Source: an optimization exercise on an open RTL-to-GDS flow (aim: small area, a short achievable clock period and few clock cycles per item). Production flows keep margins and buffers that such runs may drop. Where RTL was checked, it was by simulation tests only, not by an equivalence proof against the original. The RTL of run 1 was laid out without a check of its function. Power is estimated from default activity; no workload was simulated.

**flow/config.mk**
```make
export PLATFORM = sky130hd
export DESIGN_NAME = nearest_palette_colour_quantizer
export DESIGN_NICKNAME = nearest_palette_colour_quantizer
export VERILOG_FILES = /design/flow/design.v
export SDC_FILE = /design/flow/constraint.sdc
export NUM_CORES = 4
export LEC_CHECK = 0
export CAP_MARGIN = 20
export CORE_MARGIN = 2
export CORE_UTILIZATION = 40
export SLEW_MARGIN = 20
```
**flow/constraint.sdc**
```tcl
create_clock -name core_clock -period 6.0 [get_ports {clk}]
set_input_delay 1.2000 -clock core_clock [delete_from_list [all_inputs] [get_ports {clk}]]
set_output_delay 1.2000 -clock core_clock [all_outputs]
set_load 0.01 [all_outputs]
```
**flow/design.v**
```verilog
`default_nettype none
package npq_pkg;
  localparam int PALETTE_ENTRIES_MAX = 16;
  localparam int COLOR_W             = 8;
  localparam int ENTRY_W             = 4;
  localparam int DIST_W              = 18;
  localparam int RGB_W               = 24;
  localparam int PAIR_W              = 48;
  localparam int CFG_INDEX_W         = 4;
  localparam int CODE_W              = 8;
endpackage
`default_nettype wire
`default_nettype none
module npq_lane (
  input  wire logic        clk,
  input  wire logic [7:0]  a0,
  input  wire logic [7:0]  a1,
  input  wire logic [7:0]  a2,
  output logic      [17:0] sq_dist
);
  logic [17:0] ra, rb;
  logic w1;
  logic w2;
  logic w3;
  logic w4;
  logic w5;
  logic w6;
  logic w7;
  logic w8;
  logic w9;
  logic w10;
  logic w11;
  logic w12;
  logic w13;
  logic w14;
  logic w15;
  logic w16;
  logic w17;
  logic w18;
  logic w19;
  logic w20;
  logic w21;
  logic w22;
  logic w23;
  logic w24;
  logic w25;
  logic w26;
  logic w27;
  logic w28;
  logic w29;
  logic w30;
  logic w31;
  logic w32;
  logic w33;
  logic w34;
  logic w35;
  logic w36;
  logic w37;
  logic w38;
  logic w39;
  logic w40;
  logic w41;
  logic w42;
  logic w43;
  logic w44;
  logic w45;
  logic w46;
  logic w47;
  logic w48;
  logic w49;
  logic w50;
  logic w51;
  logic w52;
  logic w53;
  logic w54;
  logic w55;
  logic w56;
  logic w57;
  logic w58;
  logic w59;
  logic w60;
  logic w61;
  logic w62;
  logic w63;
  logic w64;
  logic w65;
  logic w66;
  logic w67;
  logic w68;
  logic w69;
  logic w70;
  logic w71;
  logic w72;
  logic w73;
  logic w74;
  logic w75;
  logic w76;
  logic w77;
  logic w78;
  logic w79;
  logic w80;
  logic w81;
  logic w82;
  logic w83;
  logic w84;
  logic w85;
  logic w86;
  logic w87;
  logic w88;
  logic w89;
  logic w90;
  logic w91;
  logic w92;
  logic w93;
  logic w94;
  logic w95;
  logic w96;
  logic w97;
  logic w98;
  logic w99;
  logic w100;
  logic w101;
  logic w102;
  logic w103;
  logic w104;
  logic w105;
  logic w106;
  logic w107;
  logic w108;
  logic w109;
  logic w110;
  logic w111;
  logic w112;
  logic w113;
  logic w114;
  logic w115;
  logic w116;
  logic w117;
  logic w118;
  logic w119;
  logic w120;
  logic w121;
  logic w122;
  logic w123;
  logic w124;
  logic w125;
  logic w126;
  logic w127;
  logic w128;
  logic w129;
  logic w130;
  logic w131;
  logic w132;
  logic w133;
  logic w134;
  logic w135;
  logic w136;
  logic w137;
  logic w138;
  logic w139;
  logic w140;
  logic w141;
  logic w142;
  logic w143;
  logic w144;
  logic w145;
  logic w146;
  logic w147;
  logic w148;
  logic w149;
  logic w150;
  logic w151;
  logic w152;
  logic w153;
  logic w154;
  logic w155;
  logic w156;
  logic w157;
  logic w158;
  logic w159;
  logic w160;
  logic w161;
  logic w162;
  logic w163;
  logic w164;
  logic w165;
  logic w166;
  logic w167;
  logic w168;
  logic w169;
  logic w170;
  logic w171;
  logic w172;
  logic w173;
  logic w174;
  logic w175;
  logic w176;
  logic w177;
  logic w178;
  logic w179;
  logic w180;
  logic w181;
  logic w182;
  logic w183;
  logic w184;
  logic w185;
  logic w186;
  logic w187;
  logic w188;
  logic w189;
  logic w190;
  logic w191;
  logic w192;
  logic w193;
  logic w194;
  logic w195;
  logic w196;
  logic w197;
  logic w198;
  logic w199;
  logic w200;
  logic w201;
  logic w202;
  logic w203;
  logic w204;
  logic w205;
  logic w206;
  logic w207;
  logic w208;
  logic w209;
  logic w210;
  logic w211;
  logic w212;
  logic w213;
  logic w214;
  logic w215;
  logic w216;
  logic w217;
  logic w218;
  logic w219;
  logic w220;
  logic w221;
  logic w222;
  logic w223;
  logic w224;
  logic w225;
  logic w226;
  logic w227;
  logic w228;
  logic w229;
  logic w230;
  logic w231;
  logic w232;
  logic w233;
  logic w234;
  logic w235;
  logic w236;
  logic w237;
  logic w238;
  logic w239;
  logic w240;
  logic w241;
  logic w242;
  logic w243;
  logic w244;
  logic w245;
  logic w246;
  logic w247;
  logic w248;
  logic w249;
  logic w250;
  logic w251;
  logic w252;
  logic w253;
  logic w254;
  logic w255;
  logic w256;
  logic w257;
  logic w258;
  logic w259;
  logic w260;
  logic w261;
  logic w262;
  logic w263;
  logic w264;
  logic w265;
  logic w266;
  logic w267;
  logic w268;
  logic w269;
  logic w270;
  logic w271;
  logic w272;
  logic w273;
  logic w274;
  logic w275;
  logic w276;
  assign w1 = a0[0];
  assign w2 = a1[0];
  assign w3 = a2[0];
  assign w4 = (a0[1] & ~a0[0]);
  assign w5 = (a1[1] & ~a1[0]);
  assign w6 = (a2[1] & ~a2[0]);
  assign w7 = (a0[0] & a0[1]);
  assign w8 = (a0[0] & a0[2]);
  assign w9 = (a1[0] & a1[1]);
  assign w10 = (a1[0] & a1[2]);
  assign w11 = (a2[0] & a2[1]);
  assign w12 = (a2[0] & a2[2]);
  assign w13 = (a0[2] & ~a0[1]);
  assign w14 = (a0[0] & a0[3]);
  assign w15 = (a1[2] & ~a1[1]);
  assign w16 = (a1[0] & a1[3]);
  assign w17 = (a2[2] & ~a2[1]);
  assign w18 = (a2[0] & a2[3]);
  assign w19 = (a0[1] & a0[2]);
  assign w20 = (a0[0] & a0[4]);
  assign w21 = (a0[1] & a0[3]);
  assign w22 = (a1[1] & a1[2]);
  assign w23 = (a1[0] & a1[4]);
  assign w24 = (a1[1] & a1[3]);
  assign w25 = (a2[1] & a2[2]);
  assign w26 = (a2[0] & a2[4]);
  assign w27 = (a2[1] & a2[3]);
  assign w28 = (a0[3] & ~a0[2]);
  assign w29 = (a0[0] & a0[5]);
  assign w30 = (a0[1] & a0[4]);
  assign w31 = (a1[3] & ~a1[2]);
  assign w32 = (a1[0] & a1[5]);
  assign w33 = (a1[1] & a1[4]);
  assign w34 = (a2[3] & ~a2[2]);
  assign w35 = (a2[0] & a2[5]);
  assign w36 = (a2[1] & a2[4]);
  assign w37 = (a0[2] & a0[3]);
  assign w38 = (a0[0] & a0[6]);
  assign w39 = (a0[1] & a0[5]);
  assign w40 = (a0[2] & a0[4]);
  assign w41 = (a1[2] & a1[3]);
  assign w42 = (a1[0] & a1[6]);
  assign w43 = (a1[1] & a1[5]);
  assign w44 = (a1[2] & a1[4]);
  assign w45 = (a2[2] & a2[3]);
  assign w46 = (a2[0] & a2[6]);
  assign w47 = (a2[1] & a2[5]);
  assign w48 = (a2[2] & a2[4]);
  assign w49 = (a0[4] & ~a0[3]);
  assign w50 = (a0[0] & a0[7]);
  assign w51 = (a0[1] & a0[6]);
  assign w52 = (a0[2] & a0[5]);
  assign w53 = (a1[4] & ~a1[3]);
  assign w54 = (a1[0] & a1[7]);
  assign w55 = (a1[1] & a1[6]);
  assign w56 = (a1[2] & a1[5]);
  assign w57 = (a2[4] & ~a2[3]);
  assign w58 = (a2[0] & a2[7]);
  assign w59 = (a2[1] & a2[6]);
  assign w60 = (a2[2] & a2[5]);
  assign w61 = (a0[3] & a0[4]);
  assign w62 = (a0[1] & a0[7]);
  assign w63 = (a0[2] & a0[6]);
  assign w64 = (a0[3] & a0[5]);
  assign w65 = (a1[3] & a1[4]);
  assign w66 = (a1[1] & a1[7]);
  assign w67 = (a1[2] & a1[6]);
  assign w68 = (a1[3] & a1[5]);
  assign w69 = (a2[3] & a2[4]);
  assign w70 = (a2[1] & a2[7]);
  assign w71 = (a2[2] & a2[6]);
  assign w72 = (a2[3] & a2[5]);
  assign w73 = (a0[5] & ~a0[4]);
  assign w74 = (a0[2] & a0[7]);
  assign w75 = (a0[3] & a0[6]);
  assign w76 = (a1[5] & ~a1[4]);
  assign w77 = (a1[2] & a1[7]);
  assign w78 = (a1[3] & a1[6]);
  assign w79 = (a2[5] & ~a2[4]);
  assign w80 = (a2[2] & a2[7]);
  assign w81 = (a2[3] & a2[6]);
  assign w82 = (a0[4] & a0[5]);
  assign w83 = (a0[3] & a0[7]);
  assign w84 = (a0[4] & a0[6]);
  assign w85 = (a1[4] & a1[5]);
  assign w86 = (a1[3] & a1[7]);
  assign w87 = (a1[4] & a1[6]);
  assign w88 = (a2[4] & a2[5]);
  assign w89 = (a2[3] & a2[7]);
  assign w90 = (a2[4] & a2[6]);
  assign w91 = (a0[6] & ~a0[5]);
  assign w92 = (a0[4] & a0[7]);
  assign w93 = (a1[6] & ~a1[5]);
  assign w94 = (a1[4] & a1[7]);
  assign w95 = (a2[6] & ~a2[5]);
  assign w96 = (a2[4] & a2[7]);
  assign w97 = (a0[5] & a0[6]);
  assign w98 = (a0[5] & a0[7]);
  assign w99 = (a1[5] & a1[6]);
  assign w100 = (a1[5] & a1[7]);
  assign w101 = (a2[5] & a2[6]);
  assign w102 = (a2[5] & a2[7]);
  assign w103 = (a0[7] & ~a0[6]);
  assign w104 = (a1[7] & ~a1[6]);
  assign w105 = (a2[7] & ~a2[6]);
  assign w106 = (a0[6] & a0[7]);
  assign w107 = (a1[6] & a1[7]);
  assign w108 = (a2[6] & a2[7]);
  assign w109 = w37 ^ w38 ^ w39;
  assign w110 = (w37 & w38) | (w37 & w39) | (w38 & w39);
  assign w111 = w40 ^ w41;
  assign w112 = w40 & w41;
  assign w113 = w49 ^ w50 ^ w51;
  assign w114 = (w49 & w50) | (w49 & w51) | (w50 & w51);
  assign w115 = w52 ^ w53 ^ w54;
  assign w116 = (w52 & w53) | (w52 & w54) | (w53 & w54);
  assign w117 = w55 ^ w56;
  assign w118 = w55 & w56;
  assign w119 = w61 ^ w62 ^ w63;
  assign w120 = (w61 & w62) | (w61 & w63) | (w62 & w63);
  assign w121 = w64 ^ w65 ^ w66;
  assign w122 = (w64 & w65) | (w64 & w66) | (w65 & w66);
  assign w123 = w67 ^ w68 ^ w69;
  assign w124 = (w67 & w68) | (w67 & w69) | (w68 & w69);
  assign w125 = w73 ^ w74 ^ w75;
  assign w126 = (w73 & w74) | (w73 & w75) | (w74 & w75);
  assign w127 = w76 ^ w77;
  assign w128 = w76 & w77;
  assign w129 = w82 ^ w83 ^ w84;
  assign w130 = (w82 & w83) | (w82 & w84) | (w83 & w84);
  assign w131 = w19 ^ w20 ^ w21;
  assign w132 = (w19 & w20) | (w19 & w21) | (w20 & w21);
  assign w133 = w22 ^ w23;
  assign w134 = w22 & w23;
  assign w135 = w28 ^ w29 ^ w30;
  assign w136 = (w28 & w29) | (w28 & w30) | (w29 & w30);
  assign w137 = w31 ^ w32 ^ w33;
  assign w138 = (w31 & w32) | (w31 & w33) | (w32 & w33);
  assign w139 = w34 ^ w35;
  assign w140 = w34 & w35;
  assign w141 = w109 ^ w111 ^ w42;
  assign w142 = (w109 & w111) | (w109 & w42) | (w111 & w42);
  assign w143 = w43 ^ w44 ^ w45;
  assign w144 = (w43 & w44) | (w43 & w45) | (w44 & w45);
  assign w145 = w46 ^ w47 ^ w48;
  assign w146 = (w46 & w47) | (w46 & w48) | (w47 & w48);
  assign w147 = w113 ^ w115 ^ w117;
  assign w148 = (w113 & w115) | (w113 & w117) | (w115 & w117);
  assign w149 = w57 ^ w58 ^ w59;
  assign w150 = (w57 & w58) | (w57 & w59) | (w58 & w59);
  assign w151 = w60 ^ w110 ^ w112;
  assign w152 = (w60 & w110) | (w60 & w112) | (w110 & w112);
  assign w153 = w119 ^ w121 ^ w123;
  assign w154 = (w119 & w121) | (w119 & w123) | (w121 & w123);
  assign w155 = w70 ^ w71 ^ w72;
  assign w156 = (w70 & w71) | (w70 & w72) | (w71 & w72);
  assign w157 = w114 ^ w116 ^ w118;
  assign w158 = (w114 & w116) | (w114 & w118) | (w116 & w118);
  assign w159 = w125 ^ w127 ^ w78;
  assign w160 = (w125 & w127) | (w125 & w78) | (w127 & w78);
  assign w161 = w79 ^ w80 ^ w81;
  assign w162 = (w79 & w80) | (w79 & w81) | (w80 & w81);
  assign w163 = w120 ^ w122 ^ w124;
  assign w164 = (w120 & w122) | (w120 & w124) | (w122 & w124);
  assign w165 = w129 ^ w85 ^ w86;
  assign w166 = (w129 & w85) | (w129 & w86) | (w85 & w86);
  assign w167 = w87 ^ w88 ^ w89;
  assign w168 = (w87 & w88) | (w87 & w89) | (w88 & w89);
  assign w169 = w90 ^ w126 ^ w128;
  assign w170 = (w90 & w126) | (w90 & w128) | (w126 & w128);
  assign w171 = w91 ^ w92 ^ w93;
  assign w172 = (w91 & w92) | (w91 & w93) | (w92 & w93);
  assign w173 = w94 ^ w95 ^ w96;
  assign w174 = (w94 & w95) | (w94 & w96) | (w95 & w96);
  assign w175 = w97 ^ w98 ^ w99;
  assign w176 = (w97 & w98) | (w97 & w99) | (w98 & w99);
  assign w177 = w7 ^ w8 ^ w9;
  assign w178 = (w7 & w8) | (w7 & w9) | (w8 & w9);
  assign w179 = w13 ^ w14 ^ w15;
  assign w180 = (w13 & w14) | (w13 & w15) | (w14 & w15);
  assign w181 = w16 ^ w17;
  assign w182 = w16 & w17;
  assign w183 = w131 ^ w133 ^ w24;
  assign w184 = (w131 & w133) | (w131 & w24) | (w133 & w24);
  assign w185 = w25 ^ w26 ^ w27;
  assign w186 = (w25 & w26) | (w25 & w27) | (w26 & w27);
  assign w187 = w135 ^ w137 ^ w139;
  assign w188 = (w135 & w137) | (w135 & w139) | (w137 & w139);
  assign w189 = w36 ^ w132 ^ w134;
  assign w190 = (w36 & w132) | (w36 & w134) | (w132 & w134);
  assign w191 = w141 ^ w143 ^ w145;
  assign w192 = (w141 & w143) | (w141 & w145) | (w143 & w145);
  assign w193 = w136 ^ w138 ^ w140;
  assign w194 = (w136 & w138) | (w136 & w140) | (w138 & w140);
  assign w195 = w147 ^ w149 ^ w151;
  assign w196 = (w147 & w149) | (w147 & w151) | (w149 & w151);
  assign w197 = w142 ^ w144 ^ w146;
  assign w198 = (w142 & w144) | (w142 & w146) | (w144 & w146);
  assign w199 = w153 ^ w155 ^ w157;
  assign w200 = (w153 & w155) | (w153 & w157) | (w155 & w157);
  assign w201 = w148 ^ w150 ^ w152;
  assign w202 = (w148 & w150) | (w148 & w152) | (w150 & w152);
  assign w203 = w159 ^ w161 ^ w163;
  assign w204 = (w159 & w161) | (w159 & w163) | (w161 & w163);
  assign w205 = w154 ^ w156 ^ w158;
  assign w206 = (w154 & w156) | (w154 & w158) | (w156 & w158);
  assign w207 = w165 ^ w167 ^ w169;
  assign w208 = (w165 & w167) | (w165 & w169) | (w167 & w169);
  assign w209 = w160 ^ w162 ^ w164;
  assign w210 = (w160 & w162) | (w160 & w164) | (w162 & w164);
  assign w211 = w171 ^ w173 ^ w130;
  assign w212 = (w171 & w173) | (w171 & w130) | (w173 & w130);
  assign w213 = w166 ^ w168 ^ w170;
  assign w214 = (w166 & w168) | (w166 & w170) | (w168 & w170);
  assign w215 = w175 ^ w100 ^ w101;
  assign w216 = (w175 & w100) | (w175 & w101) | (w100 & w101);
  assign w217 = w102 ^ w172 ^ w174;
  assign w218 = (w102 & w172) | (w102 & w174) | (w172 & w174);
  assign w219 = w103 ^ w104 ^ w105;
  assign w220 = (w103 & w104) | (w103 & w105) | (w104 & w105);
  assign w221 = w177 ^ w10;
  assign w222 = w177 & w10;
  assign w223 = w179 ^ w181 ^ w18;
  assign w224 = (w179 & w181) | (w179 & w18) | (w181 & w18);
  assign w225 = w183 ^ w185 ^ w180;
  assign w226 = (w183 & w185) | (w183 & w180) | (w185 & w180);
  assign w227 = w187 ^ w189 ^ w184;
  assign w228 = (w187 & w189) | (w187 & w184) | (w189 & w184);
  assign w229 = w191 ^ w193 ^ w188;
  assign w230 = (w191 & w193) | (w191 & w188) | (w193 & w188);
  assign w231 = w195 ^ w197 ^ w192;
  assign w232 = (w195 & w197) | (w195 & w192) | (w197 & w192);
  assign w233 = w199 ^ w201 ^ w196;
  assign w234 = (w199 & w201) | (w199 & w196) | (w201 & w196);
  assign w235 = w203 ^ w205 ^ w200;
  assign w236 = (w203 & w205) | (w203 & w200) | (w205 & w200);
  assign w237 = w207 ^ w209 ^ w204;
  assign w238 = (w207 & w209) | (w207 & w204) | (w209 & w204);
  assign w239 = w211 ^ w213 ^ w208;
  assign w240 = (w211 & w213) | (w211 & w208) | (w213 & w208);
  assign w241 = w215 ^ w217 ^ w212;
  assign w242 = (w215 & w217) | (w215 & w212) | (w217 & w212);
  assign w243 = w219 ^ w176 ^ w216;
  assign w244 = (w219 & w176) | (w219 & w216) | (w176 & w216);
  assign w245 = w106 ^ w107 ^ w108;
  assign w246 = (w106 & w107) | (w106 & w108) | (w107 & w108);
  assign w247 = w1 ^ w2;
  assign w248 = w1 & w2;
  assign w249 = w4 ^ w5;
  assign w250 = w4 & w5;
  assign w251 = w221 ^ w11 ^ w12;
  assign w252 = (w221 & w11) | (w221 & w12) | (w11 & w12);
  assign w253 = w223 ^ w178 ^ w222;
  assign w254 = (w223 & w178) | (w223 & w222) | (w178 & w222);
  assign w255 = w225 ^ w182 ^ w224;
  assign w256 = (w225 & w182) | (w225 & w224) | (w182 & w224);
  assign w257 = w227 ^ w186 ^ w226;
  assign w258 = (w227 & w186) | (w227 & w226) | (w186 & w226);
  assign w259 = w229 ^ w190 ^ w228;
  assign w260 = (w229 & w190) | (w229 & w228) | (w190 & w228);
  assign w261 = w231 ^ w194 ^ w230;
  assign w262 = (w231 & w194) | (w231 & w230) | (w194 & w230);
  assign w263 = w233 ^ w198 ^ w232;
  assign w264 = (w233 & w198) | (w233 & w232) | (w198 & w232);
  assign w265 = w235 ^ w202 ^ w234;
  assign w266 = (w235 & w202) | (w235 & w234) | (w202 & w234);
  assign w267 = w237 ^ w206 ^ w236;
  assign w268 = (w237 & w206) | (w237 & w236) | (w206 & w236);
  assign w269 = w239 ^ w210 ^ w238;
  assign w270 = (w239 & w210) | (w239 & w238) | (w210 & w238);
  assign w271 = w241 ^ w214 ^ w240;
  assign w272 = (w241 & w214) | (w241 & w240) | (w214 & w240);
  assign w273 = w243 ^ w218 ^ w242;
  assign w274 = (w243 & w218) | (w243 & w242) | (w218 & w242);
  assign w275 = w245 ^ w220 ^ w244;
  assign w276 = (w245 & w220) | (w245 & w244) | (w220 & w244);
  assign ra[17] = 1'b0;
  assign rb[1] = 1'b0;
  assign rb[17] = 1'b0;
  always_ff @(posedge clk) begin
      ra[0] <= w247;
      ra[1] <= w248;
      ra[2] <= w249;
      ra[3] <= w251;
      ra[4] <= w253;
      ra[5] <= w255;
      ra[6] <= w257;
      ra[7] <= w259;
      ra[8] <= w261;
      ra[9] <= w263;
      ra[10] <= w265;
      ra[11] <= w267;
      ra[12] <= w269;
      ra[13] <= w271;
      ra[14] <= w273;
      ra[15] <= w275;
      ra[16] <= w246;
      rb[0] <= w3;
      rb[2] <= w6;
      rb[3] <= w250;
      rb[4] <= w252;
      rb[5] <= w254;
      rb[6] <= w256;
      rb[7] <= w258;
      rb[8] <= w260;
      rb[9] <= w262;
      rb[10] <= w264;
      rb[11] <= w266;
      rb[12] <= w268;
      rb[13] <= w270;
      rb[14] <= w272;
      rb[15] <= w274;
      rb[16] <= w276;
  end
  assign sq_dist = ra + rb;
endmodule
`default_nettype wire
`default_nettype none
module nearest_palette_colour_quantizer #(
  parameter int PALETTE_ENTRIES = npq_pkg::PALETTE_ENTRIES_MAX
) (
  input  wire logic                              clk,
  input  wire logic                              rst,
  input  wire logic                              cfg_valid,
  output logic                                   cfg_ready,
  input  wire logic [npq_pkg::CFG_INDEX_W-1:0]   cfg_index,
  input  wire logic [npq_pkg::PAIR_W-1:0]        cfg_data,
  input  wire logic                              in_valid,
  output logic                                   in_ready,
  input  wire logic [npq_pkg::COLOR_W-1:0]       red,
  input  wire logic [npq_pkg::COLOR_W-1:0]       green,
  input  wire logic [npq_pkg::COLOR_W-1:0]       blue,
  input  wire logic [npq_pkg::COLOR_W-1:0]       alpha,
  output logic                                   out_valid,
  input  wire logic                              out_ready,
  output logic      [npq_pkg::ENTRY_W-1:0]       nearest_entry,
  output logic      [npq_pkg::DIST_W-1:0]        best_distance,
  output logic      [npq_pkg::CODE_W-1:0]        pixel_code,
  output logic                                   is_transparent
);
  logic [23:0] pal [16];
  logic        take, deq;
  logic [2:0]  inflight;           
  logic        v1, v2, v3, t1, t2, t3;
  logic [7:0]  ad1 [16][3];        
  logic [17:0] sqd [16];          
  logic [17:0] gmin [4];           
  logic [1:0]  gidx [4];           
  assign cfg_ready = 1'b1;
  always_ff @(posedge clk) begin
    for (int k = 0; k < 8; k++) begin
      if (rst) begin
        pal[2*k]   <= '0;
        pal[2*k+1] <= '0;
      end else if (cfg_valid && cfg_index == 4'(k)) begin
        pal[2*k]   <= cfg_data[23:0];
        pal[2*k+1] <= cfg_data[47:24];
      end
    end
  end
  assign deq      = out_valid && out_ready;
  assign in_ready = (inflight != 3'd4) || out_ready;
  assign take     = in_valid && in_ready;
  always_ff @(posedge clk) begin
    if (rst) begin
      inflight <= '0;
      v1 <= 1'b0;
      v2 <= 1'b0;
      v3 <= 1'b0;
    end else begin
      inflight <= inflight + 3'(take) - 3'(deq);
      v1 <= take;
      v2 <= v1;
      v3 <= v2;
    end
  end
  function automatic logic [7:0] absdiff(input logic [7:0] p, input logic [7:0] e);
    logic [8:0] d;
    d = {1'b0, p} - {1'b0, e};
    absdiff = d[8] ? 8'(-d[7:0]) : d[7:0];
  endfunction
  always_ff @(posedge clk) begin
    t1 <= alpha != 8'hFF;
    t2 <= t1;
    t3 <= t2;
    for (int n = 0; n < 16; n++) begin
      ad1[n][0] <= absdiff(red,   pal[n][23:16]);
      ad1[n][1] <= absdiff(green, pal[n][15:8]);
      ad1[n][2] <= absdiff(blue,  pal[n][7:0]);
    end
  end
  for (genvar n = 0; n < 16; n++) begin : g_lane
    npq_lane u_lane (.clk(clk), .a0(ad1[n][0]), .a1(ad1[n][1]), .a2(ad1[n][2]), .sq_dist(sqd[n]));
  end
  function automatic logic [19:0] min4(input logic [17:0] a0, input logic [17:0] a1,
                                       input logic [17:0] a2, input logic [17:0] a3);
    logic c01, c02, c03, c12, c13, c23;
    logic w0, w1, w2, w3;
    c01 = a1 < a0;  c02 = a2 < a0;  c03 = a3 < a0;
    c12 = a2 < a1;  c13 = a3 < a1;  c23 = a3 < a2;
    w0 = !c01 && !c02 && !c03;
    w1 =  c01 && !c12 && !c13;
    w2 =  c02 &&  c12 && !c23;
    w3 =  c03 &&  c13 &&  c23;
    min4[17:0]  = ({18{w0}} & a0) | ({18{w1}} & a1) | ({18{w2}} & a2) | ({18{w3}} & a3);
    min4[19:18] = {w2 | w3, w1 | w3};
  endfunction
  always_ff @(posedge clk) begin
    for (int q = 0; q < 4; q++) begin
      {gidx[q], gmin[q]} <= min4(sqd[4*q], sqd[4*q+1], sqd[4*q+2], sqd[4*q+3]);
    end
  end
  logic [19:0] fin;
  logic [3:0]  sel_entry;
  always_comb begin
    fin = min4(gmin[0], gmin[1], gmin[2], gmin[3]);
    case (fin[19:18])
      2'd0: sel_entry = {2'd0, gidx[0]};
      2'd1: sel_entry = {2'd1, gidx[1]};
      2'd2: sel_entry = {2'd2, gidx[2]};
      default: sel_entry = {2'd3, gidx[3]};
    endcase
  end
  logic [22:0] q [4];
  logic [1:0]  wp, rp;
  logic [2:0]  qcount;
  logic [22:0] head;
  always_ff @(posedge clk) begin
    if (v3) q[wp] <= {t3, sel_entry, fin[17:0]};
  end
  always_ff @(posedge clk) begin
    if (rst) begin
      wp <= '0;
      rp <= '0;
      qcount <= '0;
    end else begin
      if (v3) wp <= wp + 2'd1;
      if (deq) rp <= rp + 2'd1;
      qcount <= qcount + 3'(v3) - 3'(deq);
    end
  end
  assign head           = q[rp];
  assign out_valid      = qcount != 3'd0;
  assign is_transparent = head[22];
  assign nearest_entry  = head[21:18];
  assign best_distance  = head[17:0];
  assign pixel_code     = {head[21:18] & {4{!head[22]}}, {4{head[22]}}};
endmodule
`default_nettype wire
```
**flow/run.sh**
```bash
#!/bin/bash
# synth_recipe.tcl (not shown) runs the flow's synth.tcl, then flattens the netlist and writes it again
# the make line also repeats each setting of config.mk as NAME=value (left out here)
make -C /OpenROAD-flow-scripts/flow DESIGN_CONFIG=/design/flow/config.mk WORK_HOME=/design/flow/orfs CLKGATE_MAP_FILE= SYNTH_SCRIPT=/design/flow/synth_recipe.tcl finish
```
==> results.py, run 1 <==
metrics = {
    "timing": {
        "hold_ws_ns": 0.3275,
        "fmax_mhz": 188.9,
        "slew_violations": 0,
        "setup_viol": 0,
        "setup_tns_ns": 0,
        "hold_violations": 0,
        "grt_setup_unrepaired": "false",
        "finalWorstSetupSlack_ns": 0.7048,
        "max_slew_margin_pct": 18.10,
        "finalCritPeriodShare_pct": 88.25,
        "skew_ns": 0.07547,
        "worst_pin_slew_ns": 1.228,
        "fin_crit_ns": 5.295,
    },
    "critical_path": {
        "worstPathArrival_ns": 6.04,
        "crit_required_ns": 6.74,
        "cp_max_fo": 16,
        "crit_type": "reg -> reg",
        "cpPeakStageDelay_ns": 0.58,
        "slowest_stage": "a2111oi_0",
        "path_common_cell": "a21o_1",
        "end_kind": "flop",
        "path_cells": "ha_1 > nand3_1 > a2111oi_0 > o211ai_1 > a21boi_1 > o21ai_0 > nand2b_1 > a31oi_1 > xor2_1 > ha_1 > a21o_1 > a21o_1 > a21o_1 > a211o_1 > o21ai_0 > nand3b_1 > inv_1 > a221o_1",
        "start_kind": "flop",
    },
    "detailed_routing": {
        "detail-route-antenna-nets": 0,
        "highest_layer": "met5",
        "drc": 0,
        "drt_wl_total_um": 349300,
        "drt_iter0_drc": 6032,
        "drt-pass1-iter-count": 8,
        "wire_per_inst_um": 19.87,
        "via_count": 89360,
        "wl_met3_um": 20270,
        "viasPerCell": 5.084,
        "wl_met2_um": 156100,
        "met1_length_um": 155600,
    },
    "synth": {
        "ys_seq_area_share_pct": 25.05,
        "syn_nets": 15770,
        "ys_types": 102,
        "synth_edf_count": 92,
        "synth_top_cell_by_area": "dfxtp_1",
        "synth_area_leaders": "dfxtp_1 (23%), fa_1 (20%), ha_1 (14%), and2_1 (5.9%), inv_1 (5.9%)",
        "synth-async-reset-ratio_pct": 0,
        "synth_seq_cells": 1486,
        "yosysMostFrequentCell": "inv_1",
        "syn-cell-area_mm2": 0.1225,
        "postSynthAreaPerCell_um2": 9.346,
        "ys.flop_type": "dfxtp_1",
        "synthCells": 13100,
        "ys_warn_count": 11,
        "synth.top_cell.area_share_pct": 22.79,
        "ys_top_cells_by_count": "inv_1 (1925), dfxtp_1 (1394), ha_1 (1326), nand2_1 (1323), fa_1 (1250)",
    },
    "placement": {
        "dp_hpwl_um": 267200,
        "place.gp.congestion": 0.9431,
        "portBuffers": 121,
        "post-place-ws_ns": 0.8270,
        "dpl-instance-area_mm2": 0.1286,
    },
    "global_route": {
        "grt_pass1_wl_um": 531500,
        "grt.total_usage_pct": 22.43,
        "antenna_found_initial": 24,
        "grt-ovfl-total": 0,
        "grt_max_degree": 117,
        "first_global_vias": 88250,
    },
    "floorplan": {
        "io_pins": 123,
        "fp.dieH_um": 557.3,
        "die_x_um": 557.3,
        "initial_utilization_pct": 40.11,
        "dieArea_mm2": 0.3106,
        "rows": 203,
        "coreArea_mm2": 0.3053,
    },
    "clock_tree": {
        "cts_tree": "yes",
        "cts_hold_buffers": 0,
        "clock_latency_ns": 0.88,
        "path_clk_slew_ns": 0.06,
        "cts_root_buffer": "clkbuf_16",
        "cts_resized": 0,
        "cts_buffers": 180,
        "htreeDepth": 4,
        "clock-sinks": 1486,
        "post_cts_buffers": 0,
        "cts_buffer_depth": 4,
    },
    "worst_hold_path": {
        "holdCritPathClass": "reg -> reg",
    },
    "cells_and_area": {
        "drive_gt1_share_pct": 4.438,
        "fin_area_mm2": 0.1349,
        "nNetsFinal": 15980,
        "areaGrowthSynthToFinish_pct": 10.13,
    },
    "power_and_ir_drop": {
        "p_leak_nw": 59.86,
        "ir_drop_v": 0.0009027,
        "power_density_mw_per_mm2": 638.3,
    },
    "outcome": {
        "status": "no timing/DRC/antenna violations",
    },
    "run": {
        "timing.max_cap.violations": 0,
    },
}
[cells in the final DEF (no fill, tap or decap), types with 23 or more instances in the layout]
cell | netlist | routed
a211o_1 | 24 | 24
a211oi_1 | 46 | 46
a21o_1 | 322 | 322
a21oi_1 | 922 | 922
a221o_1 | 25 | 25
a22oi_1 | 40 | 40
a31oi_1 | 47 | 47
and2_1 | 1163 | 1163
and3_1 | 40 | 38
buf_2 | 12 | 35
buf_4 | 49 | 125
clkbuf_16 | 0 | 182
clkbuf_8 | 0 | 40
clkdlybuf4s50_1 | 0 | 82
clkinv_2 | 0 | 23
dfxtp_1 | 1394 | 1394
diode_2 | 0 | 23
edfxtp_1 | 92 | 92
fa_1 | 1250 | 1250
ha_1 | 1326 | 1326
inv_1 | 1925 | 1922
mux4_2 | 23 | 23
nand2_1 | 1323 | 1323
nand2b_1 | 140 | 140
nand3_1 | 124 | 122
nand3b_1 | 52 | 52
nand4_1 | 35 | 35
nor2_1 | 286 | 286
nor2b_1 | 418 | 418
nor3_1 | 70 | 69
nor4_1 | 25 | 24
o211ai_1 | 75 | 75
o21a_1 | 31 | 31
o21ai_0 | 240 | 239
o21bai_1 | 151 | 151
o31ai_1 | 93 | 93
or3_1 | 60 | 60
xnor2_1 | 632 | 632
xor2_1 | 166 | 166
[worst paths after layout]
check,startpoint,end,slack (ns),depth (start not counted)
max,g_lane[13].u_lane.rb[2],gmin[3][17],0.70,18
min,t1,t2,0.33,0
max reg2reg,g_lane[13].u_lane.rb[2],gmin[3][17],0.70,18
min reg2reg,t1,t2,0.33,0
[sequential cells by signal (all words and copies together) (netlist names), named ones only]
register and flops:
v3 1, pal 384, wp 2, gidx 8, v2 1, t3 1
qcount 3, v1 1, inflight 3, g_lane.u_lane.ra 272, gmin 72, rp 2
t1 1, t2 1, ad1 384, q 92, g_lane.u_lane.rb 256
[power breakdown]
group / total [mW] / internal, mW / switching (mW)
Sequential: 15.9 / 13.3 / 2.57
Combinational: 58.6 / 24.7 / 33.9
Clock: 11.6 / 6.96 / 4.60
Total: 86.1 / 45.0 / 41.1
[metal layers]
metal,vias to the layer above,track usage [%]
li1,43040,-
met1,43460,30.24
met2,2244,35.69
met3,612,2.909
met4,12,10.36
met5,-,0
[critical path: cells and delay by family (launching register included)]
kind | cells | cell delay [ns]
AOI/OAI and AO/OA | 11 | 2.71
and+or+nand+nor | 3 | 0.83
adders and majority gates | 2 | 0.70
xor gates and xnor gates | 1 | 0.42
DFF | 1 | 0.30
buffers and inverters | 1 | 0.24
[metrics by stage]
stage,utilization [%],std cells,total power [mW]
after global placement,42.11,17230,73.71
after floorplan,-,13100,57.49
after global routing,44.16,17560,95.31
final,44.17,17580,86.09
after CTS,44.15,17550,86.62
after detailed placement,42.11,17230,74.62
[logic make-up (layout without fill, tap and decap cells)]
group	count (synthesis)	in the layout	share of synthesized area, %
compound gates	2226	2226	11.59
xor+xnor	800	800	5.734
fa+ha+maj	2588	2588	34.09
buf+inv	2145	2496	6.788
flops	1486	1486	25.05
mux	42	42	0.5896
other cells	1	24	0.003062
simple gates	3814	3814	16.17
[cell type report]
| type | count | area [µm²] |
|---|---|---|
| clock inverter | 78 | 1035 |
| inverter | 1926 | 7229 |
| multi-input combinational | 9471 | 83530 |
| fill | 29820 | 170400 |
| antenna | 23 | 57.56 |
| timing repair buffer | 246 | 2009 |
| sequential | 1486 | 30670 |
| tap | 4100 | 5130 |
| clock buffer | 246 | 5206 |
==> inputs of run 2 (changes only) <==
--- a/flow/design.v
+++ b/flow/design.v
@@ -611,3 +611,3 @@
   end
-  assign sq_dist = ra + rb;
+  always_ff @(posedge clk) sq_dist <= ra + rb;
 endmodule
@@ -638,7 +638,10 @@
   logic [23:0] pal [16];
+  logic [7:0]  wr_pair;            
+  logic [47:0] wr_data;
   logic        take, deq;
   logic [2:0]  inflight;           
-  logic        v1, v2, v3, t1, t2, t3;
+  logic [4:0]  v, t;               
+  logic [23:0] px0;                
   logic [7:0]  ad1 [16][3];        
-  logic [17:0] sqd [16];          
+  logic [17:0] sqd [16];           
   logic [17:0] gmin [4];           
@@ -647,2 +650,8 @@
   always_ff @(posedge clk) begin
+    wr_data <= cfg_data;
+    for (int k = 0; k < 8; k++) begin
+      wr_pair[k] <= !rst && cfg_valid && cfg_index == 4'(k);
+    end
+  end
+  always_ff @(posedge clk) begin
     for (int k = 0; k < 8; k++) begin
@@ -651,5 +660,5 @@
         pal[2*k+1] <= '0;
-      end else if (cfg_valid && cfg_index == 4'(k)) begin
-        pal[2*k]   <= cfg_data[23:0];
-        pal[2*k+1] <= cfg_data[47:24];
+      end else if (wr_pair[k]) begin
+        pal[2*k]   <= wr_data[23:0];
+        pal[2*k+1] <= wr_data[47:24];
       end
@@ -658,3 +667,3 @@
   assign deq      = out_valid && out_ready;
-  assign in_ready = (inflight != 3'd4) || out_ready;
+  assign in_ready = (inflight != 3'd6) || out_ready;
   assign take     = in_valid && in_ready;
@@ -663,10 +672,6 @@
       inflight <= '0;
-      v1 <= 1'b0;
-      v2 <= 1'b0;
-      v3 <= 1'b0;
+      v <= '0;
     end else begin
       inflight <= inflight + 3'(take) - 3'(deq);
-      v1 <= take;
-      v2 <= v1;
-      v3 <= v2;
+      v <= {v[3:0], take};
     end
@@ -679,9 +684,8 @@
   always_ff @(posedge clk) begin
-    t1 <= alpha != 8'hFF;
-    t2 <= t1;
-    t3 <= t2;
+    px0 <= {red, green, blue};
+    t <= {t[3:0], alpha != 8'hFF};
     for (int n = 0; n < 16; n++) begin
-      ad1[n][0] <= absdiff(red,   pal[n][23:16]);
-      ad1[n][1] <= absdiff(green, pal[n][15:8]);
-      ad1[n][2] <= absdiff(blue,  pal[n][7:0]);
+      ad1[n][0] <= absdiff(px0[23:16], pal[n][23:16]);
+      ad1[n][1] <= absdiff(px0[15:8],  pal[n][15:8]);
+      ad1[n][2] <= absdiff(px0[7:0],   pal[n][7:0]);
     end
@@ -710,18 +714,26 @@
   logic [19:0] fin;
-  logic [3:0]  sel_entry;
+  logic [22:0] res;                
   always_comb begin
     fin = min4(gmin[0], gmin[1], gmin[2], gmin[3]);
+    res[22]    = t[4];
+    res[17:0]  = fin[17:0];
     case (fin[19:18])
-      2'd0: sel_entry = {2'd0, gidx[0]};
-      2'd1: sel_entry = {2'd1, gidx[1]};
-      2'd2: sel_entry = {2'd2, gidx[2]};
-      default: sel_entry = {2'd3, gidx[3]};
+      2'd0: res[21:18] = {2'd0, gidx[0]};
+      2'd1: res[21:18] = {2'd1, gidx[1]};
+      2'd2: res[21:18] = {2'd2, gidx[2]};
+      default: res[21:18] = {2'd3, gidx[3]};
     endcase
   end
-  logic [22:0] q [4];
-  logic [1:0]  wp, rp;
+  logic [22:0] q [6];
   logic [2:0]  qcount;
-  logic [22:0] head;
+  logic [2:0]  wpos;
+  assign wpos = qcount - 3'(deq);
   always_ff @(posedge clk) begin
-    if (v3) q[wp] <= {t3, sel_entry, fin[17:0]};
+    for (int i = 0; i < 6; i++) begin
+      if (v[4] && wpos == 3'(i)) begin
+        q[i] <= res;
+      end else if (deq) begin
+        q[i] <= (i == 5) ? q[i] : q[(i == 5) ? i : i + 1];
+      end
+    end
   end
@@ -729,17 +741,12 @@
     if (rst) begin
-      wp <= '0;
-      rp <= '0;
       qcount <= '0;
     end else begin
-      if (v3) wp <= wp + 2'd1;
-      if (deq) rp <= rp + 2'd1;
-      qcount <= qcount + 3'(v3) - 3'(deq);
+      qcount <= qcount + 3'(v[4]) - 3'(deq);
     end
   end
-  assign head           = q[rp];
   assign out_valid      = qcount != 3'd0;
-  assign is_transparent = head[22];
-  assign nearest_entry  = head[21:18];
-  assign best_distance  = head[17:0];
-  assign pixel_code     = {head[21:18] & {4{!head[22]}}, {4{head[22]}}};
+  assign is_transparent = q[0][22];
+  assign nearest_entry  = q[0][21:18];
+  assign best_distance  = q[0][17:0];
+  assign pixel_code     = {q[0][21:18] & {4{!q[0][22]}}, {4{q[0][22]}}};
 endmodule
--- a/flow/config.mk
+++ b/flow/config.mk
@@ -9,3 +9,3 @@
 export CORE_MARGIN = 2
-export CORE_UTILIZATION = 40
+export CORE_UTILIZATION = 50
 export SLEW_MARGIN = 20
==> run 2 against run 1 <==
Still clean. Count of clock-buffer cells in the layout increased by 49. Global-route usage up 6.1 points. Sequential cell count increased by 412. Fmax rose by 23%. Wire length grew 11%. Clock power grew about 20%. Critical path depth decreased by 8. Design area up 8.7%. First-iteration DRC count increased by 0.13%. Clock skew shrank 0.023 ns. Die area is 13% lower. Synthesized cell count up 3.0%. Critical path type unchanged. Critical endpoint is now q[2][12].
==> results.py, run 2 <==
metrics = {
    "critical_path": {
        "end_kind": "flop",
        "start_kind": "flop",
        "path_cells": "inv_1 > ha_1 > nand2_1 > nor2_1 > a211oi_1 > nor3b_1 > a32oi_1 > or3_1 > o221ai_2 > mux2_2",
        "cpPeakStageDelay_ns": 0.75,
        "cp_num_cells": 10,
        "crit_required_ns": 6.77,
        "crit_type": "reg -> reg",
        "cp_max_fo": 13,
        "ff2ff_path_depth": 10,
        "slowest_stage": "or3_1",
        "critical_path_buf_inv_count": 1,
        "worstPathArrival_ns": 5.09,
        "critPathTopFamily": "compound AO/OA/AOI/OAI gates",
    },
    "timing": {
        "setup_viol": 0,
        "worst_pin_slew_ns": 1.361,
        "skew_ns": 0.05297,
        "hold_ws_ns": 0.3167,
        "setup_tns_ns": 0,
        "max_slew_margin_pct": 8.623,
        "finalCritPeriodShare_pct": 72.01,
        "finalWorstSetupSlack_ns": 1.679,
        "slew_violations": 0,
        "hold_violations": 0,
        "grt_setup_unrepaired": "false",
        "fmax_mhz": 231.5,
        "fin_crit_ns": 4.321,
    },
    "cells_and_area": {
        "largestRegisters": "ad1: 384 flops, pal: 384 flops, g_lane.u_lane.sq_dist: 288 flops",
        "fin_area_mm2": 0.1466,
        "final_cell_mix": "inv_1 (1900), dfxtp_1 (1719), ha_1 (1364)",
        "final_common_cell": "inv_1",
        "areaGrowthSynthToFinish_pct": 9.808,
        "drive_gt1_share_pct": 4.476,
        "nNetsFinal": 16420,
    },
    "clock_tree": {
        "cts_resized": 0,
        "cts_tree": "yes",
        "cts_hold_buffers": 0,
        "post_cts_buffers": 0,
        "clock_latency_ns": 0.92,
        "path_clk_slew_ns": 0.06,
        "cts_buffer_depth": 4,
        "htreeDepth": 4,
        "cts_buffers": 219,
        "clock-sinks": 1898,
        "cts_root_buffer": "clkbuf_16",
    },
    "synth": {
        "ys_types": 85,
        "postSynthAreaPerCell_um2": 9.889,
        "synth_top_cell_by_area": "dfxtp_1",
        "ys.flop_type": "dfxtp_1",
        "synth_seq_cells": 1898,
        "syn_nets": 16200,
        "synthCells": 13500,
        "ys_seq_area_share_pct": 29.50,
        "synth.top_cell.area_share_pct": 26.40,
        "synth_edf_count": 138,
        "yosysMostFrequentCell": "inv_1",
        "ys_top_cells_by_count": "inv_1 (1901), dfxtp_1 (1760), ha_1 (1364), fa_1 (1250), and2_1 (1108)",
        "synth_area_leaders": "dfxtp_1 (26%), fa_1 (19%), ha_1 (13%), inv_1 (5.3%), and2_1 (5.2%)",
        "synth-async-reset-ratio_pct": 0,
        "syn-cell-area_mm2": 0.1335,
        "ys_warn_count": 13,
    },
    "detailed_routing": {
        "via_count": 95390,
        "detail-route-antenna-nets": 0,
        "drt_wl_total_um": 387000,
        "wire_per_inst_um": 22.18,
        "drt_iter0_drc": 6040,
        "viasPerCell": 5.466,
        "drc": 0,
        "drt-pass1-iter-count": 6,
    },
    "power_and_ir_drop": {
        "p_sw_share_pct": 45.40,
        "ir_drop_v": 0.0005049,
        "power_frac_comb_pct": 57.5,
        "p_switching_mw": 37.37,
        "p_leak_nw": 64.72,
        "pwr-share-clk_pct": 16.9,
        "power_density_mw_per_mm2": 561.6,
        "finalPower_mw": 82.31,
        "p_int_mw": 44.94,
        "pwr-share-seq_pct": 25.6,
    },
    "floorplan": {
        "fp.dieH_um": 520.7,
        "coreArea_mm2": 0.2653,
        "rows": 189,
        "dieArea_mm2": 0.2711,
        "io_pins": 123,
        "initial_utilization_pct": 50.31,
        "die_x_um": 520.7,
    },
    "placement": {
        "portBuffers": 121,
        "place.gp.congestion": 0.9332,
        "dpl-instance-area_mm2": 0.1390,
        "post-place-ws_ns": 1.457,
        "dp_hpwl_um": 293200,
    },
    "global_route": {
        "grt_max_degree": 148,
        "antenna_found_initial": 61,
        "grt.total_usage_pct": 28.54,
        "grt-ovfl-total": 0,
        "first_global_vias": 97520,
        "grt_pass1_wl_um": 588600,
    },
    "worst_hold_path": {
        "holdCritPathClass": "reg -> reg",
        "holdPathStages": 0,
    },
    "run": {
        "timing.max_cap.violations": 0,
    },
    "outcome": {
        "status": "no timing/DRC/antenna violations",
    },
}
## run 2: power groups by stage
stage,registers (mW),logic (mW),clock network (mW)
after floorplan,19.1,33.1,0
after global placement,21.2,46.3,0
after detailed placement,21.2,47.4,0
after CTS,21.0,47.8,14.2
after global routing,21.3,54.3,14.7
final,21.0,47.4,13.9
## run 2: per-layer routing
layer / vias to the layer above / GRT usage [%] / wire length, µm
li1: 44820 / - / -
met1: 47350 / 39.07 / 172300
met2: 2587 / 44.92 / 172600
met3: 612 / 4.451 / 24710
met4: 16 / 12.18 / 17330
met5: - / 0 / 86
## run 2: metrics by stage
stage,utilization [%],std cells
2_1_floorplan,-,13500
3_3_place_gp,52.40,17030
3_5_place_dp,52.40,17030
4_1_cts,55.21,17430
5_1_grt,55.22,17430
6_report,55.24,17450
## run 2: kinds of logic after synthesis
kind of cell,Yosys count,synth area share [%]
and+or+nand+nor,3643,14.27
adders and majority gates,2614,31.53
buffers and inverters,2102,5.968
AOI/OAI and AO/OA,1994,10.02
DFF,1898,29.50
xor gates and xnor gates,770,5.052
muxes,477,3.664
other,1,0.002809
## run 2: layout make-up
cell class,count,area (µm²)
Sequential cell,1898,39450
Fill cell,23580,118700
Clock inverter,104,1252
Multi-Input combinational cell,9499,86230
Inverter,1901,7136
Tap cell,3533,4420
Clock buffer,295,6211
Antenna cell,23,57.56
Timing Repair Buffer,199,1827
## run 2: worst paths after layout
check	end	slack (ns)	start
max	q[2][12]	1.68	gmin[0][17]
min	t[3]	0.32	t[2]
max reg2reg	q[2][12]	1.68	gmin[0][17]
min reg2reg	t[3]	0.32	t[2]
Testbench counts of run 2, summed over its fixed seeds: cycles 16,048, items 16,000.
==> inputs of run 3 (changes only) <==
--- a/flow/design.v
+++ b/flow/design.v
@@ -641,4 +641,5 @@
   logic        take, deq;
-  logic [2:0]  inflight;           
-  logic [4:0]  v, t;               
+  logic [3:0]  inflight;           
+  logic [3:0]  inflight_nx;
+  logic [5:0]  v, t;               
   logic [23:0] px0;                
@@ -655,10 +656,9 @@
   end
+  logic [47:0] wd;
+  assign wd = wr_data & {48{!rst}};
   always_ff @(posedge clk) begin
     for (int k = 0; k < 8; k++) begin
-      if (rst) begin
-        pal[2*k]   <= '0;
-        pal[2*k+1] <= '0;
-      end else if (wr_pair[k]) begin
-        pal[2*k]   <= wr_data[23:0];
-        pal[2*k+1] <= wr_data[47:24];
+      if (wr_pair[k] || rst) begin
+        pal[2*k]   <= wd[23:0];
+        pal[2*k+1] <= wd[47:24];
       end
@@ -667,4 +667,4 @@
   assign deq      = out_valid && out_ready;
-  assign in_ready = (inflight != 3'd6) || out_ready;
   assign take     = in_valid && in_ready;
+  assign inflight_nx = inflight + 4'(take) - 4'(deq);
   always_ff @(posedge clk) begin
@@ -672,6 +672,8 @@
       inflight <= '0;
+      in_ready <= 1'b1;
       v <= '0;
     end else begin
-      inflight <= inflight + 3'(take) - 3'(deq);
-      v <= {v[3:0], take};
+      inflight <= inflight_nx;
+      in_ready <= inflight_nx != 4'd8;
+      v <= {v[4:0], take};
     end
@@ -679,5 +681,13 @@
   function automatic logic [7:0] absdiff(input logic [7:0] p, input logic [7:0] e);
-    logic [8:0] d;
-    d = {1'b0, p} - {1'b0, e};
-    absdiff = d[8] ? 8'(-d[7:0]) : d[7:0];
+    logic [7:0] g, t;
+    logic [8:0] c0, c1;
+    g = p & ~e;
+    t = ~(p ^ e);
+    c0[0] = 1'b0;
+    c1[0] = 1'b1;
+    for (int i = 0; i < 8; i++) begin
+      c0[i+1] = g[i] | (t[i] & c0[i]);
+      c1[i+1] = g[i] | (t[i] & c1[i]);
+    end
+    absdiff = t ^ (c1[8] ? c1[7:0] : ~c0[7:0]);
   endfunction
@@ -685,3 +695,3 @@
     px0 <= {red, green, blue};
-    t <= {t[3:0], alpha != 8'hFF};
+    t <= {t[4:0], alpha != 8'hFF};
     for (int n = 0; n < 16; n++) begin
@@ -708,5 +718,24 @@
   endfunction
+  function automatic logic lt18(input logic [17:0] a, input logic [17:0] b);
+    logic c;
+    c = 1'b0;
+    for (int i = 0; i < 18; i++) c = (!a[i] && b[i]) || ((!a[i] || b[i]) && c);
+    lt18 = c;
+  endfunction
+  function automatic logic [19:0] min4r(input logic [17:0] a0, input logic [17:0] a1,
+                                        input logic [17:0] a2, input logic [17:0] a3);
+    logic c01, c02, c03, c12, c13, c23;
+    logic w0, w1, w2, w3;
+    c01 = lt18(a1, a0);  c02 = lt18(a2, a0);  c03 = lt18(a3, a0);
+    c12 = lt18(a2, a1);  c13 = lt18(a3, a1);  c23 = lt18(a3, a2);
+    w0 = !c01 && !c02 && !c03;
+    w1 =  c01 && !c12 && !c13;
+    w2 =  c02 &&  c12 && !c23;
+    w3 =  c03 &&  c13 &&  c23;
+    min4r[17:0]  = ({18{w0}} & a0) | ({18{w1}} & a1) | ({18{w2}} & a2) | ({18{w3}} & a3);
+    min4r[19:18] = {w2 | w3, w1 | w3};
+  endfunction
   always_ff @(posedge clk) begin
     for (int q = 0; q < 4; q++) begin
-      {gidx[q], gmin[q]} <= min4(sqd[4*q], sqd[4*q+1], sqd[4*q+2], sqd[4*q+3]);
+      {gidx[q], gmin[q]} <= min4r(sqd[4*q], sqd[4*q+1], sqd[4*q+2], sqd[4*q+3]);
     end
@@ -726,12 +755,16 @@
   end
-  logic [22:0] q [6];
-  logic [2:0]  qcount;
-  logic [2:0]  wpos;
-  assign wpos = qcount - 3'(deq);
-  always_ff @(posedge clk) begin
-    for (int i = 0; i < 6; i++) begin
-      if (v[4] && wpos == 3'(i)) begin
-        q[i] <= res;
+  logic [22:0] res5;
+  always_ff @(posedge clk) res5 <= res;
+  logic [22:0] q [8];
+  logic [3:0]  qcount;
+  logic [3:0]  qcount_nx;
+  logic [3:0]  wpos;
+  assign wpos = qcount - 4'(deq);
+  assign qcount_nx = qcount + 4'(v[5]) - 4'(deq);
+  always_ff @(posedge clk) begin
+    for (int i = 0; i < 8; i++) begin
+      if (v[5] && wpos == 4'(i)) begin
+        q[i] <= res5;
       end else if (deq) begin
-        q[i] <= (i == 5) ? q[i] : q[(i == 5) ? i : i + 1];
+        q[i] <= (i == 7) ? q[i] : q[(i == 7) ? i : i + 1];
       end
@@ -742,7 +775,8 @@
       qcount <= '0;
+      out_valid <= 1'b0;
     end else begin
-      qcount <= qcount + 3'(v[4]) - 3'(deq);
+      qcount <= qcount_nx;
+      out_valid <= qcount_nx != 4'd0;
     end
   end
-  assign out_valid      = qcount != 3'd0;
   assign is_transparent = q[0][22];
--- a/flow/config.mk
+++ b/flow/config.mk
@@ -10,2 +10,3 @@
 export CORE_UTILIZATION = 50
+export SETUP_SLACK_MARGIN = 2.5
 export SLEW_MARGIN = 20
==> run 3 against run 2 <==
Still clean on timing, DRC and antenna. First-iteration DRC count increased by 21%. Sequential cell count rose by 74. Via count decreased by 5.2%. Utilization rose by 0.86 points. Critical path type unchanged.
==> results.py, run 3 <==
metrics = {
    "synth": {
        "synth_top_cell_by_area": "dfxtp_1",
        "synthCells": 12260,
        "syn_nets": 14510,
        "ys.flop_type": "dfxtp_1",
        "synth_seq_cells": 1972,
        "ys_warn_count": 13,
        "ys_top_cells_by_count": "inv_1 (2053), dfxtp_1 (1404), fa_1 (1202), and2_1 (1146), ha_1 (960)",
        "synth_edf_count": 568,
        "ys_types": 97,
        "yosysMostFrequentCell": "inv_1",
        "ys_seq_area_share_pct": 34.85,
        "postSynthAreaPerCell_um2": 10.57,
        "syn-cell-area_mm2": 0.1296,
        "synth-async-reset-ratio_pct": 0,
        "synth.top_cell.area_share_pct": 21.69,
        "synth_area_leaders": "dfxtp_1 (22%), fa_1 (19%), edfxtp_1 (13%), ha_1 (9.3%), inv_1 (5.9%)",
    },
    "timing": {
        "fin_crit_ns": 3.724,
        "fmax_mhz": 268.6,
        "max_slew_margin_pct": 14.32,
        "hold_violations": 0,
        "setup_viol": 0,
        "finalCritPeriodShare_pct": 62.06,
        "slew_violations": 0,
        "skew_ns": 0.06579,
        "grt_setup_unrepaired": "true",
        "setup_tns_ns": 0,
        "worst_pin_slew_ns": 1.280,
    },
    "critical_path": {
        "cpPeakStageDelay_ns": 1.01,
        "path_common_cell": "maj3_2",
        "cp_max_fo": 4,
        "start_kind": "flop",
        "end_kind": "flop",
        "crit_type": "reg -> reg",
        "slowest_stage": "o211ai_1",
        "worstPathArrival_ns": 4.38,
        "ff2ff_path_depth": 10,
        "cp_num_cells": 10,
        "critPathTopFamily": "compound AO/OA/AOI/OAI gates",
        "path_cells": "nand2b_4 > maj3_2 > maj3_2 > maj3_2 > a31oi_4 > o2111ai_4 > nand3_2 > o2111ai_4 > or3b_4 > o211ai_1",
        "critical_path_buf_inv_count": 0,
        "crit_required_ns": 6.66,
    },
    "detailed_routing": {
        "viasPerCell": 5.557,
        "drt_iter0_drc": 7307,
        "drt_wl_total_um": 383500,
        "drc": 0,
        "drt-pass1-iter-count": 8,
        "wire_per_inst_um": 23.57,
        "detail-route-antenna-nets": 0,
        "via_count": 90410,
    },
    "global_route": {
        "antenna_found_initial": 59,
        "grt-ovfl-total": 0,
        "first_global_vias": 92840,
        "grt_max_degree": 49,
        "grt_pass1_wl_um": 574600,
        "grt.total_usage_pct": 29.10,
    },
    "clock_tree": {
        "cts_buffers": 224,
        "cts_root_buffer": "clkbuf_16",
        "cts_hold_buffers": 0,
        "clock_latency_ns": 0.91,
        "htreeDepth": 4,
        "clock-sinks": 1972,
        "cts_tree": "yes",
        "cts_buffer_depth": 4,
        "path_clk_slew_ns": 0.06,
    },
    "worst_hold_path": {
        "holdPathStages": 0,
        "holdCritPathClass": "reg -> reg",
    },
    "outcome": {
        "status": "no timing/DRC/antenna violations",
    },
    "cells_and_area": {
        "final_cell_mix": "inv_1 (2051), dfxtp_1 (1243), fa_1 (1202)",
        "final_common_cell": "inv_1",
        "areaGrowthSynthToFinish_pct": 11.44,
        "drive_gt1_share_pct": 7.843,
        "nNetsFinal": 14910,
        "fin_area_mm2": 0.1444,
        "largestRegisters": "ad1: 384 flops, pal: 384 flops, g_lane.u_lane.sq_dist: 288 flops",
    },
    "power_and_ir_drop": {
        "p_leak_nw": 66.04,
        "finalPower_mw": 88.52,
        "pwr-share-clk_pct": 15.7,
        "ir_drop_v": 0.0005346,
        "p_sw_share_pct": 44.34,
        "pwr-share-seq_pct": 27.2,
        "p_int_mw": 49.27,
        "p_switching_mw": 39.25,
        "power_density_mw_per_mm2": 613.0,
        "power_frac_comb_pct": 57.1,
    },
    "floorplan": {
        "dieArea_mm2": 0.2633,
        "rows": 186,
        "coreArea_mm2": 0.2574,
        "io_pins": 123,
        "fp.dieH_um": 513.1,
        "die_x_um": 513.1,
        "initial_utilization_pct": 50.35,
    },
    "placement": {
        "place.gp.congestion": 0.9303,
        "portBuffers": 121,
        "dp_hpwl_um": 287000,
        "dpl-instance-area_mm2": 0.1357,
    },
    "run": {
        "timing.max_cap.violations": 0,
    },
}
-- run 3: cell types whose count changed in the layout (fill, tap and decap cells not counted), moves of 86 or more --
cell      delta
inv_1      +151
dfxtp_2    +114
dfxtp_1    -476
nor2b_1     +86
nand2b_1    -88
a21oi_1    -178
nand2_1    -127
xnor2_1    -119
edfxtp_1   +430
ha_1       -404
mux2i_1     -96
maj3_1     +100
o21ai_0    -271
nor2_1     -437
-- run 3: cell type report --
class	count	area [µm²]
clock inverters	111	1174
repair buffers	242	2285
well taps	3384	4234
inverters	2053	7710
multi-input cells	8166	77180
clock buffers	296	6309
flip-flops and latches	1972	45400
fillers	22130	113000
diodes	46	115.1
-- run 3: power groups by stage --
stage                     Clock [mW]  Sequential, mW  Combinational, mW
after floorplan                    0            21.2               35.7
after global placement             0            24.2               48.6
after detailed placement           0            24.2               49.7
after CTS                       14.2            23.9               50.7
after global routing            14.7            24.5               58.0
final                           13.9            24.1               50.5
-- run 3: repair_timing --
| action | CTS | global route |
|---|---|---|
| cloned | 2 | 3 |
| setup buffers | 21 | 21 |
| pin swaps | 15 | 17 |
| gates resized for setup | 115 | 161 |
| endpoints found under the setup margin | 479 | 594 |
-- run 3: path summary, 6_finish.rpt --
path	startpoint	to	slack [ns]
max reg2reg	g_lane[15].u_lane.sq_dist[0]	gmin[3][14]	2.28
min	t[3]	t[4]	0.33
min reg2reg	t[3]	t[4]	0.33
max	g_lane[15].u_lane.sq_dist[0]	gmin[3][14]	2.28
-- run 3: per-stage QoR --
| step | std cells | setup WS [ns] | utilization (%) | hold slack (ns) |
|---|---|---|---|---|
| 3_5_place_dp | 15770 | 1.198 | 52.71 | 0.3143 |
| 4_1_cts | 16200 | 2.382 | 55.82 | 0.3350 |
| 2_1_floorplan | 12260 | 2.261 | - | 0.3096 |
| 6_report | 16270 | 2.276 | 56.11 | 0.3314 |
| 3_3_place_gp | 15770 | 1.152 | 52.68 | 0.3183 |
| 5_1_grt | 16230 | 2.328 | 56.06 | 0.3462 |
-- run 3: routing by layer --
layer / GRT usage, % / share of wire, %
met5: 0 / 0.0063
met4: 15.19 / 5.5
met1: 38.20 / 42
met3: 4.304 / 6.8
met2: 46.66 / 46
-- run 3: kinds of logic after synthesis --
family                   count (synthesis)  share of synthesized area (%)
AO/OA/AOI/OAI                         1783                          9.667
XOR/XNOR                               564                          3.812
adder cells (fa/ha/maj)               2274                          28.71
buffers and inverters                 2130                          6.222
flip-flops                            1972                          34.85
multiplexers                           449                          3.624
other                                    1                       0.002894
AND/OR/NAND/NOR                       3090                          13.11
Testbench counts of run 3, summed over its fixed seeds: cycles 16,056, items 16,000.

[port drivers added, routing unchanged]
Ports are ideal in the flow. The routed layouts listed here were re-timed in OpenROAD.
Step 1, drivers: a clkbuf_16 drives clk and a buf_2 each remaining input, both assumed.
Step 2 moves the port delays by t, midway between the first and last clock arrival at a register: inputs arrive t later, outputs are due t later. That takes back most of the time a late clock gives input paths.
a / b / c = ideal / step 1 / step 2; a / b = the first two.
run | t (ns) | slack for setup (ns) | hold WS [ns] | clock arrival spread, ns
run 1 | 0.949 | 0.705 / 0.705 / 0.705 | 0.327 / 0.327 / 0.327 | 0.080 / 0.080
run 2 | 0.979 | 1.679 / 1.679 / 1.398 | 0.317 / 0.317 / 0.317 | 0.063 / 0.063
run 3 | 0.975 | 2.276 / 2.276 / 1.664 | 0.331 / 0.331 / 0.331 | 0.070 / 0.070
After both steps setup and hold are still met in every run listed. For run 3, which loses most, drivers alone change the setup slack by 0.000 ns; drivers and shift together by -0.612 ns.
